What follows belongs to an exercise in optimizing a design on an open flow for small area and a short achievable clock period; a production flow would make more cautious choices.
Power figures rest on the tool's default switching activity, not on a simulated workload.

==> inputs of ember <==
Design stream_fifo_top, start of the top module:
module stream_fifo_top (
	input wire logic okClk,
	input wire logic arst_n,
	input wire logic sample_write,
	input wire logic [15:0] sample_in,
	input wire logic host_read,
	output logic [31:0] host_data,
	output logic [31:0] fill_words
);
==> module stream_fifo_top, before the edit <==
module stream_fifo_top (
	input wire logic okClk,
	input wire logic arst_n,
	input wire logic sample_write,
	input wire logic [15:0] sample_in,
	input wire logic host_read,
	output logic [31:0] host_data,
	output logic [31:0] fill_words
);
	logic [1:0] pk_held;    
	logic beat;             
	logic [6:0] count;      
	logic fetch_v;          
	logic [1:0] up_held;    
	logic pending;          
	logic [7:0] wp;         
	logic [6:0] rw;         
	logic [7:0] sel_lo;     
	logic [7:0] sel_hi;     
	logic [31:0] host_q;
	logic [8:0] fill_q;
	logic [15:0] mem [256];
	logic [63:0] line_q;
	logic [63:0] grp_rd [8];
	logic [63:0] line_rd;
	logic wanted, do_write, do_read, rd_ok;
	logic [8:0] fill_next;
	assign wanted = (up_held == 2'd0) && !pending;
	assign do_write = beat && (count != 7'd64);
	assign do_read = wanted && (count != 7'd0);
	assign rd_ok = host_read && (up_held != 2'd0) && !fetch_v;
	assign fill_next = {7'd0, pk_held} + {count, 2'b00} + {6'd0, up_held, 1'b0} + {6'd0, fetch_v, 2'b00};
	always_ff @(posedge okClk or negedge arst_n) begin
		if (!arst_n) begin
			pk_held <= 2'd0;
			beat <= 1'b0;
			count <= 7'd0;
			fetch_v <= 1'b0;
			up_held <= 2'd0;
			pending <= 1'b1;
			wp <= 8'd0;
			rw <= 7'd0;
			host_q <= 32'd0;
			fill_q <= 9'd0;
		end else begin
			beat <= sample_write && (pk_held == 2'd3);
			if (sample_write) pk_held <= pk_held + 2'd1;
			case ({do_write, do_read})
				2'b10: count <= count + 7'd1;
				2'b01: count <= count - 7'd1;
				default: count <= count;
			endcase
			fetch_v <= do_read;
			pending <= wanted;
			if (fetch_v) begin
				up_held <= 2'd2;
			end else if (rd_ok) begin
				up_held <= up_held - 2'd1;
				host_q <= rw[0] ? line_q[63:32] : line_q[31:0];
				rw <= rw + 7'd1;
			end
			if (sample_write) wp <= wp + 8'd1;
			fill_q <= fill_next;
		end
	end
	always_ff @(posedge okClk) begin
		if (sample_write) mem[wp] <= sample_in;
		for (int i = 0; i < 8; i++) begin
			sel_lo[i] <= (rw[3:1] == 3'(i));
			sel_hi[i] <= (rw[6:4] == 3'(i));
		end
		line_q <= line_rd;
	end
	always_comb begin
		for (int g = 0; g < 8; g++) begin
			grp_rd[g] = '0;
			for (int i = 0; i < 8; i++) begin
				grp_rd[g] = grp_rd[g] | ({64{sel_lo[i]}} &
					{mem[{3'(g), 3'(i), 2'd3}], mem[{3'(g), 3'(i), 2'd2}], mem[{3'(g), 3'(i), 2'd1}], mem[{3'(g), 3'(i), 2'd0}]});
			end
		end
		line_rd = '0;
		for (int g = 0; g < 8; g++) begin
			line_rd = line_rd | ({64{sel_hi[g]}} & grp_rd[g]);
		end
	end
	assign host_data = host_q;
	assign fill_words = {23'd0, fill_q};
endmodule
clock: 4.5 ns
lec_check: 0
cap_margin: 20
core_margin: 2
core_utilization: 40
setup_slack_margin: 1.8
slew_margin: 20
synth_memory_max_bits: 8192
run.sh (not shown) runs the stock make flow with config.mk's settings and CLKGATE_MAP_FILE= SYNTH_SCRIPT=/design/flow/synth_recipe.tcl, a recipe that flattens the netlist after the stock synthesis.
==> sierra (differences from ember) <==
--- a/flow/design.v
+++ b/flow/design.v
@@ -13,8 +13,12 @@
 	logic beat;             
 	logic [6:0] count;      
+	logic [6:0] count_up;   
+	logic [6:0] count_dn;   
 	logic fetch_v;          
 	logic [1:0] up_held;    
+	logic up_empty;         
 	logic pending;          
-	logic [7:0] wp;         
+	logic [15:0] wsel_lo;
+	logic [15:0] wsel_hi;
 	logic [6:0] rw;         
 	logic [7:0] sel_lo;     
@@ -28,8 +32,8 @@
 	logic wanted, do_write, do_read, rd_ok;
 	logic [8:0] fill_next;
-	assign wanted = (up_held == 2'd0) && !pending;
-	assign do_write = beat && (count != 7'd64);
+	assign wanted = up_empty && !pending;
+	assign do_write = beat;
 	assign do_read = wanted && (count != 7'd0);
-	assign rd_ok = host_read && (up_held != 2'd0) && !fetch_v;
+	assign rd_ok = host_read && !up_empty && !fetch_v;
 	assign fill_next = {7'd0, pk_held} + {count, 2'b00} + {6'd0, up_held, 1'b0} + {6'd0, fetch_v, 2'b00};
 	always_ff @(posedge okClk or negedge arst_n) begin
@@ -38,8 +42,12 @@
 			beat <= 1'b0;
 			count <= 7'd0;
+			count_up <= 7'd1;
+			count_dn <= 7'h7f;
 			fetch_v <= 1'b0;
 			up_held <= 2'd0;
+			up_empty <= 1'b1;
 			pending <= 1'b1;
-			wp <= 8'd0;
+			wsel_lo <= 16'd1;
+			wsel_hi <= 16'd1;
 			rw <= 7'd0;
 			host_q <= 32'd0;
@@ -49,7 +57,15 @@
 			if (sample_write) pk_held <= pk_held + 2'd1;
 			case ({do_write, do_read})
-				2'b10: count <= count + 7'd1;
-				2'b01: count <= count - 7'd1;
-				default: count <= count;
+				2'b10: begin
+					count <= count_up;
+					count_up <= count_up + 7'd1;
+					count_dn <= count;
+				end
+				2'b01: begin
+					count <= count_dn;
+					count_up <= count;
+					count_dn <= count_dn - 7'd1;
+				end
+				default: ;
 			endcase
 			fetch_v <= do_read;
@@ -57,15 +73,22 @@
 			if (fetch_v) begin
 				up_held <= 2'd2;
+				up_empty <= 1'b0;
 			end else if (rd_ok) begin
 				up_held <= up_held - 2'd1;
+				up_empty <= (up_held == 2'd1);
 				host_q <= rw[0] ? line_q[63:32] : line_q[31:0];
 				rw <= rw + 7'd1;
 			end
-			if (sample_write) wp <= wp + 8'd1;
+			if (sample_write) begin
+				wsel_lo <= {wsel_lo[14:0], wsel_lo[15]};
+				if (wsel_lo[15]) wsel_hi <= {wsel_hi[14:0], wsel_hi[15]};
+			end
 			fill_q <= fill_next;
 		end
 	end
 	always_ff @(posedge okClk) begin
-		if (sample_write) mem[wp] <= sample_in;
+		for (int k = 0; k < 256; k++) begin
+			if (sample_write && wsel_hi[k / 16] && wsel_lo[k % 16]) mem[k] <= sample_in;
+		end
 		for (int i = 0; i < 8; i++) begin
 			sel_lo[i] <= (rw[3:1] == 3'(i));
- CTS_CLUSTER_DIAMETER: default -> 100
- CTS_CLUSTER_SIZE: default -> 30
- SETUP_SLACK_MARGIN: 1.8 -> 2.0
==> qor.txt <==
Status: finished clean
Routing usage on met3: 4.58%
Layout cell share with drive strength beyond 1: 14.4%
Tot GR Track Use: 23.2%
Most frequent cells in the layout: edfxtp_1, a22oi_1, nand4_1, clkbuf_16, buf_4
Cells after Synth: 8273
Largest net degree at the start of global routing: 122
Routed wl met3: 52.8 mm
Top-area cell type share of the netlist area: 80.3%
Nets: 8582
P_int: 71.4 mW
Comb power frac: 23.9%
Setup crit end: line_q[2]
Post-Place Worst Slack: 0.648 ns
Arrival time at the worst endpoint: 3.51 ns
Tap Count: 5038
Clock network area share: 7.69%
Placed cells: 13.1k
# the run above: ember

==> qor.txt <==
Largest net degree at the start of global routing: 137
Comb power frac: 26.1%
Post-Place Worst Slack: 1.40 ns
Routed wl met3: 48.1 mm
Nets: 8218
Layout cell share with drive strength beyond 1: 6.93%
Clock network area share: 2.96%
Cells after Synth: 8344
Top-area cell type share of the netlist area: 79.7%
Tap Count: 5060
Arrival time at the worst endpoint: 3.34 ns
Status: finished clean
Setup crit end: line_q[0]
# the run above: sierra

No run of this note included a check of the RTL's function; only the layout flow was run.

-- separate check: timing with driven ports --
The flow's constraints put no driver on any port. The routed layouts listed below were extracted and timed again, unchanged, in two steps.
Step 1 assumes that a clkbuf_16 drives the clock port and a buf_2 every other input.
Step 2, shift: input delay + t, output delay - t, t = (earliest + latest rising clock arrival at the registers) / 2. This alone moves slack from input paths to output paths.
Three values: ideal, step 1, step 2; two values: the first two.
run | t (ns) | setup WS [ns] | worst hold slack (ns) | clock arrival spread, ns | cell pins on the clock port's net
ember | 1.050 | 1.734 / 1.734 / 0.805 | 0.397 / 0.320 / 0.418 | 0.073 / 0.073 | 1
sierra | 1.009 | 1.920 / 1.874 / 1.314 | 0.009 / -0.065 / 0.439 | 0.106 / 0.106 | 1
After both steps every run listed still meets setup and hold. The setup slack of ember, which loses most, moves by 0.000 ns with the drivers and by -0.929 ns with both steps.
